Source: an optimization exercise on an open RTL-to-GDS flow (aim: small area). Production flows keep margins and buffers that such runs may drop. Function was checked by simulation only, so behaviour that the tests miss may differ from the original. Power and IR drop assume default switching activity. The clock port is modelled as an ideal driver; clocking choices that lean on that would not hold on a real chip.

==> flow/design.v <==
`default_nettype none
module rnd_refill_buffer #(
  parameter int RND   = 680,
  parameter int DEPTH = 2
) (
  input  logic                         clk,
  input  logic                         nrst,
  input  logic                         flush,
  input  logic                         in_valid,
  output logic                         in_ready,
  input  logic [RND-1:0]               in_rnd,
  output logic                         out_valid,
  input  logic                         out_ready,
  output logic [RND-1:0]               out_rnd,
  output logic [$clog2(DEPTH+1)-1:0]   level,
  output logic [7:0]                   starve_cnt
);
  logic [RND-1:0] r_head;
  logic [1:0]     r_level;
  logic           r_open;        
  logic           r_empty;       
  logic           r_out_valid;
  logic [7:0]     r_starve_cnt;
  logic           w_space;
  logic           w_push;
  logic           w_pop;
  logic           w_take;
  logic           w_tail_in;
  logic           w_tail_keep;
  logic           w_head_ld;
  logic           w_head_keep;
  logic [1:0]     w_level_nxt;
  assign w_space  = !r_level[1] && !flush;
  assign in_ready = nrst && w_space;
  assign w_push   = in_valid && w_space;
  assign w_pop    = r_out_valid && out_ready && !flush;
  assign w_take      = r_out_valid && out_ready;
  assign w_tail_in   = r_open;
  assign w_tail_keep = r_level[1];
  assign w_head_ld   = w_take || r_empty;
  assign w_head_keep = !w_take && (r_level != 2'd0);
  rnd_refill_buffer_dp #(
    .RND (RND)
  ) u_dp (
    .clk       (clk),
    .in_rnd    (in_rnd),
    .tail_in   (w_tail_in),
    .tail_keep (w_tail_keep),
    .head_ld   (w_head_ld),
    .head_keep (w_head_keep),
    .head      (r_head)
  );
  always_comb begin
    w_level_nxt = r_level;
    if (flush)
      w_level_nxt = 2'd0;
    else if (w_push && !w_pop)
      w_level_nxt = r_level + 2'd1;
    else if (!w_push && w_pop)
      w_level_nxt = r_level - 2'd1;
  end
  always_ff @(posedge clk or negedge nrst) begin
    if (!nrst) begin
      r_level     <= 2'd0;
      r_open      <= 1'b1;
      r_empty     <= 1'b1;
      r_out_valid <= 1'b0;
    end else begin
      r_level <= w_level_nxt;
      r_open  <= !w_level_nxt[1];
      r_empty <= (w_level_nxt == 2'd0);
      if (flush)
        r_out_valid <= 1'b0;
      else if (r_out_valid)
        r_out_valid <= (w_level_nxt != 2'd0);
      else
        r_out_valid <= (w_level_nxt == 2'd2);
    end
  end
  always_ff @(posedge clk or negedge nrst) begin
    if (!nrst)
      r_starve_cnt <= '0;
    else if (out_ready && !r_out_valid && !flush && (r_starve_cnt != 8'hFF))
      r_starve_cnt <= r_starve_cnt + 8'd1;
  end
  assign out_valid  = r_out_valid;
  assign out_rnd    = r_head;
  assign level      = r_level;
  assign starve_cnt = r_starve_cnt;
endmodule
module rnd_refill_buffer_dp #(
  parameter int RND = 680
) (
  input  logic           clk,
  input  logic [RND-1:0] in_rnd,
  input  logic           tail_in,
  input  logic           tail_keep,
  input  logic           head_ld,
  input  logic           head_keep,
  output logic [RND-1:0] head
);
  logic [RND-1:0] r_head;
  logic [RND-1:0] r_tail;
  logic [RND-1:0] w_tail_nxt;
  logic [RND-1:0] w_head_nxt;
  assign w_tail_nxt = (in_rnd & {RND{tail_in}}) | (r_tail & {RND{tail_keep}});
  assign w_head_nxt = (w_tail_nxt & {RND{head_ld}}) | (r_head & {RND{head_keep}});
  always_ff @(posedge clk) begin
    r_tail <= w_tail_nxt;
    r_head <= w_head_nxt;
  end
  assign head = r_head;
endmodule
`default_nettype wire
==> flow/config.mk <==
export PLATFORM = sky130hd
export DESIGN_NAME = rnd_refill_buffer
export DESIGN_NICKNAME = rnd_refill_buffer
export VERILOG_FILES = /design/flow/design.v
export SDC_FILE = /design/flow/constraint.sdc
export NUM_CORES = 4
export LEC_CHECK = 0
export ABC_AREA = 1
export CAP_MARGIN = 20
export CORE_AREA = 10 10 410 410
export DIE_AREA = 0 0 420 420
export SLEW_MARGIN = 20
export SYNTH_HIERARCHICAL = 1
==> flow/constraint.sdc <==
create_clock -name core_clock -period 5.0 [get_ports {clk}]
set_input_delay 1.0000 -clock core_clock [delete_from_list [all_inputs] [get_ports {clk}]]
set_output_delay 1.0000 -clock core_clock [all_outputs]
set_load 0.01 [all_outputs]
standard.sh (not shown) runs the stock make flow with config.mk's settings and CLKGATE_MAP_FILE= SYNTH_SCRIPT=/design/flow/synth_recipe.tcl, a recipe that flattens the netlist after the stock synthesis.
==> flow/flow/run.sh <==
#!/bin/bash
# The standard layout with three changes in how the layout is made:
#  - after the standard synthesis, flow/remap.py remaps combinational cells
#    of the netlist: NAND2-NAND2 AND-OR triples become one a22o_1, and mux2
#    cells of any drive become mux2_1 (registers are left untouched);
#  - every input and output port is buffered with buf_1 instead of the
#    buffer buffer_ports picks by default;
#  - CTS without dummy loads and with larger sink clusters.
set -euo pipefail
cd "$(dirname "$0")/.."
RES=orfs/results/$FLOW_PLATFORM/rnd_refill_buffer/base
export BUFFER_PORTS_ARGS="-buffer_cell sky130_fd_sc_hd__buf_1"
export CTS_ARGS="-sink_clustering_enable -repair_clock_nets -dont_use_dummy_load -sink_clustering_size 25 -sink_clustering_max_diameter 100"
bash standard.sh "$PWD/$RES/1_2_yosys.v" > flow_synth.log 2>&1 || { tail -50 flow_synth.log; exit 1; }
cp "$RES/1_2_yosys.v" "$RES/1_2_yosys.standard.v"
python3 flow/remap.py "$RES/1_2_yosys.v" > flow_remap.log 2>&1 || { cat flow_remap.log; exit 1; }
bash standard.sh > flow_layout.log 2>&1 || { tail -50 flow_layout.log; exit 1; }
tail -5 flow_layout.log
Other scripts of this flow, unchanged in this note and not shown: flow/flow/remap.py
The baseline passed the timing, design-rule and antenna checks.
Rerun with:
--- a/flow/design.v
+++ b/flow/design.v
@@ -14,14 +14,12 @@
   output logic [RND-1:0]               out_rnd,
   output logic [$clog2(DEPTH+1)-1:0]   level,
   output logic [7:0]                   starve_cnt
 );
   logic [RND-1:0] r_head;
   logic [1:0]     r_level;
-  logic           r_open;        
-  logic           r_empty;       
   logic           r_out_valid;
   logic [7:0]     r_starve_cnt;
   logic           w_space;
   logic           w_push;
   logic           w_pop;
   logic           w_take;
@@ -32,16 +30,16 @@
   logic [1:0]     w_level_nxt;
   assign w_space  = !r_level[1] && !flush;
   assign in_ready = nrst && w_space;
   assign w_push   = in_valid && w_space;
   assign w_pop    = r_out_valid && out_ready && !flush;
   assign w_take      = r_out_valid && out_ready;
-  assign w_tail_in   = r_open;
   assign w_tail_keep = r_level[1];
-  assign w_head_ld   = w_take || r_empty;
-  assign w_head_keep = !w_take && (r_level != 2'd0);
+  assign w_tail_in   = !w_tail_keep;
+  assign w_head_ld   = w_take || (r_level == 2'd0);
+  assign w_head_keep = !w_head_ld;
   rnd_refill_buffer_dp #(
     .RND (RND)
   ) u_dp (
     .clk       (clk),
     .in_rnd    (in_rnd),
     .tail_in   (w_tail_in),
@@ -59,19 +57,15 @@
     else if (!w_push && w_pop)
       w_level_nxt = r_level - 2'd1;
   end
   always_ff @(posedge clk or negedge nrst) begin
     if (!nrst) begin
       r_level     <= 2'd0;
-      r_open      <= 1'b1;
-      r_empty     <= 1'b1;
       r_out_valid <= 1'b0;
     end else begin
       r_level <= w_level_nxt;
-      r_open  <= !w_level_nxt[1];
-      r_empty <= (w_level_nxt == 2'd0);
       if (flush)
         r_out_valid <= 1'b0;
       else if (r_out_valid)
         r_out_valid <= (w_level_nxt != 2'd0);
       else
         r_out_valid <= (w_level_nxt == 2'd2);
What happened: Die area does not change. Routed wire length increases by 1.4%. Setup slack got worse by 0.018 ns. Combinational power decreases by 4.5%. Synthesized area barely changes. Clock power hardly moves.

========
rnd_refill_buffer, a different RTL version from the one above (not shown whole).
Size in the first run: ~1400 I/O pins.
==> module rnd_refill_buffer, before the edit <==
module rnd_refill_buffer #(
  parameter int RND   = 680,
  parameter int DEPTH = 2
) (
  input  logic                         clk,
  input  logic                         nrst,
  input  logic                         flush,
  input  logic                         in_valid,
  output logic                         in_ready,
  input  logic [RND-1:0]               in_rnd,
  output logic                         out_valid,
  input  logic                         out_ready,
  output logic [RND-1:0]               out_rnd,
  output logic [$clog2(DEPTH+1)-1:0]   level,
  output logic [7:0]                   starve_cnt
);
  logic [RND-1:0] r_head;
  logic [1:0]     r_level;
  logic           r_out_valid;
  logic [7:0]     r_starve_cnt;
  logic           w_space;
  logic           w_push;
  logic           w_pop;
  logic           w_take;
  logic           w_tail_in;
  logic           w_tail_keep;
  logic           w_head_ld;
  logic           w_head_keep;
  logic [1:0]     w_level_nxt;
  assign w_space  = !r_level[1] && !flush;
  assign in_ready = nrst && w_space;
  assign w_push   = in_valid && w_space;
  assign w_pop    = r_out_valid && out_ready && !flush;
  assign w_take      = r_out_valid && out_ready;
  assign w_tail_keep = r_level[1];
  assign w_tail_in   = !w_tail_keep;
  assign w_head_ld   = w_take || (r_level == 2'd0);
  assign w_head_keep = !w_head_ld;
  rnd_refill_buffer_dp #(
    .RND (RND)
  ) u_dp (
    .clk       (clk),
    .in_rnd    (in_rnd),
    .tail_in   (w_tail_in),
    .tail_keep (w_tail_keep),
    .head_ld   (w_head_ld),
    .head_keep (w_head_keep),
    .head      (r_head)
  );
  always_comb begin
    w_level_nxt = r_level;
    if (flush)
      w_level_nxt = 2'd0;
    else if (r_level[1])
      w_level_nxt = w_pop ? 2'd1 : 2'd2;
    else if (r_level[0])
      w_level_nxt = (w_push == w_pop) ? 2'd1 : (w_push ? 2'd2 : 2'd0);
    else
      w_level_nxt = w_push ? 2'd1 : 2'd0;
  end
  always_ff @(posedge clk or negedge nrst) begin
    if (!nrst) begin
      r_level     <= 2'd0;
      r_out_valid <= 1'b0;
    end else begin
      r_level <= w_level_nxt;
      if (flush)
        r_out_valid <= 1'b0;
      else if (r_out_valid)
        r_out_valid <= (w_level_nxt != 2'd0);
      else
        r_out_valid <= (w_level_nxt == 2'd2);
    end
  end
  always_ff @(posedge clk or negedge nrst) begin
    if (!nrst)
      r_starve_cnt <= '0;
    else
      r_starve_cnt <= r_starve_cnt + {7'd0, out_ready && !r_out_valid && !flush && !(&r_starve_cnt)};
  end
  assign out_valid  = r_out_valid;
  assign out_rnd    = r_head;
  assign level      = r_level;
  assign starve_cnt = r_starve_cnt;
endmodule
Settings: LEC_CHECK=0, ABC_AREA=1, CAP_MARGIN=20, CORE_AREA=85 85 335 335, DIE_AREA=0 0 420 420, SLEW_MARGIN=20, SYNTH_HIERARCHICAL=1; clock period 5.0 ns.
==> flow/flow/run.sh <==
#!/bin/bash
# The standard layout with three changes in how the layout is made:
#  - after the standard synthesis, flow/remap.py remaps combinational cells
#    of the netlist: NAND2-NAND2 AND-OR triples become one a22o_1, and mux2
#    cells of any drive become mux2_1 (registers are left untouched);
#  - every input and output port is buffered with buf_1 instead of the
#    buffer buffer_ports picks by default;
#  - CTS without dummy loads and with larger sink clusters.
set -euo pipefail
cd "$(dirname "$0")/.."
RES=orfs/results/$FLOW_PLATFORM/rnd_refill_buffer/base
export BUFFER_PORTS_ARGS="-buffer_cell sky130_fd_sc_hd__buf_1"
export CTS_ARGS="-sink_clustering_enable -repair_clock_nets -dont_use_dummy_load -sink_clustering_size 30 -sink_clustering_max_diameter 100"
bash standard.sh "$PWD/$RES/1_2_yosys.v" > flow_synth.log 2>&1 || { tail -50 flow_synth.log; exit 1; }
cp "$RES/1_2_yosys.v" "$RES/1_2_yosys.standard.v"
python3 flow/remap.py "$RES/1_2_yosys.v" > flow_remap.log 2>&1 || { cat flow_remap.log; exit 1; }
bash standard.sh > flow_layout.log 2>&1 || { tail -50 flow_layout.log; exit 1; }
tail -5 flow_layout.log
Other scripts of this flow, unchanged in this note and not shown: flow/flow/remap.py
Then changed:
--- a/flow/design.v
+++ b/flow/design.v
@@ -49,18 +49,16 @@
     .head      (r_head)
   );
   always_comb begin
     w_level_nxt = r_level;
     if (flush)
       w_level_nxt = 2'd0;
-    else if (r_level[1])
-      w_level_nxt = w_pop ? 2'd1 : 2'd2;
-    else if (r_level[0])
-      w_level_nxt = (w_push == w_pop) ? 2'd1 : (w_push ? 2'd2 : 2'd0);
-    else
-      w_level_nxt = w_push ? 2'd1 : 2'd0;
+    else if (w_push && !w_pop)
+      w_level_nxt = r_level + 2'd1;
+    else if (!w_push && w_pop)
+      w_level_nxt = r_level - 2'd1;
   end
   always_ff @(posedge clk or negedge nrst) begin
     if (!nrst) begin
       r_level     <= 2'd0;
       r_out_valid <= 1'b0;
     end else begin
@@ -73,14 +71,14 @@
         r_out_valid <= (w_level_nxt == 2'd2);
     end
   end
   always_ff @(posedge clk or negedge nrst) begin
     if (!nrst)
       r_starve_cnt <= '0;
-    else
-      r_starve_cnt <= r_starve_cnt + {7'd0, out_ready && !r_out_valid && !flush && !(&r_starve_cnt)};
+    else if (out_ready && !r_out_valid && !flush && (r_starve_cnt != 8'hFF))
+      r_starve_cnt <= r_starve_cnt + 8'd1;
   end
   assign out_valid  = r_out_valid;
   assign out_rnd    = r_head;
   assign level      = r_level;
   assign starve_cnt = r_starve_cnt;
 endmodule
After rerunning: The new run completed without violations; die area is unchanged; design area hardly moves; power climbs by a little under a tenth; sequential power grows by a few percent; routed wire length is higher slightly; maximum frequency climbs by a few percent; final cell count rises slightly; combinational power increases by about a fifth; global-route usage increases by 0.17 points; sequential cell count is unchanged.

## static timing again, ports no longer ideal
No port has a modelled driver above. Below, the same layouts with a new extraction and two added sets of constraints. Step 1: set_driving_cell puts a clkbuf_16 on clk and a buf_2 on each other input, an assumption about the parent block. Step 2 times the ports against the registers' clock, not the clock port: input delays grow and output delays shrink by t, the midpoint of the rising clock arrivals with the driver on. Slacks: ideal ports / drivers / drivers and shift; pairs: ideal ports / drivers.
run	t, ns	slack for setup (ns)	worst setup path after step 2
the first run of note 1	0.727	1.869 / 1.836 / 1.836	input to output
the second run of note 1	0.730	1.851 / 1.851 / 1.801	input to register
the first run of note 2	0.712	1.595 / 1.523 / 1.630	input to register
the second run of note 2	0.735	1.727 / 1.640 / 1.596	input to register
After both steps setup and hold are still met in every run listed. For the second run of note 2, which loses most, drivers alone change the setup slack by -0.087 ns; drivers and shift together by -0.131 ns.
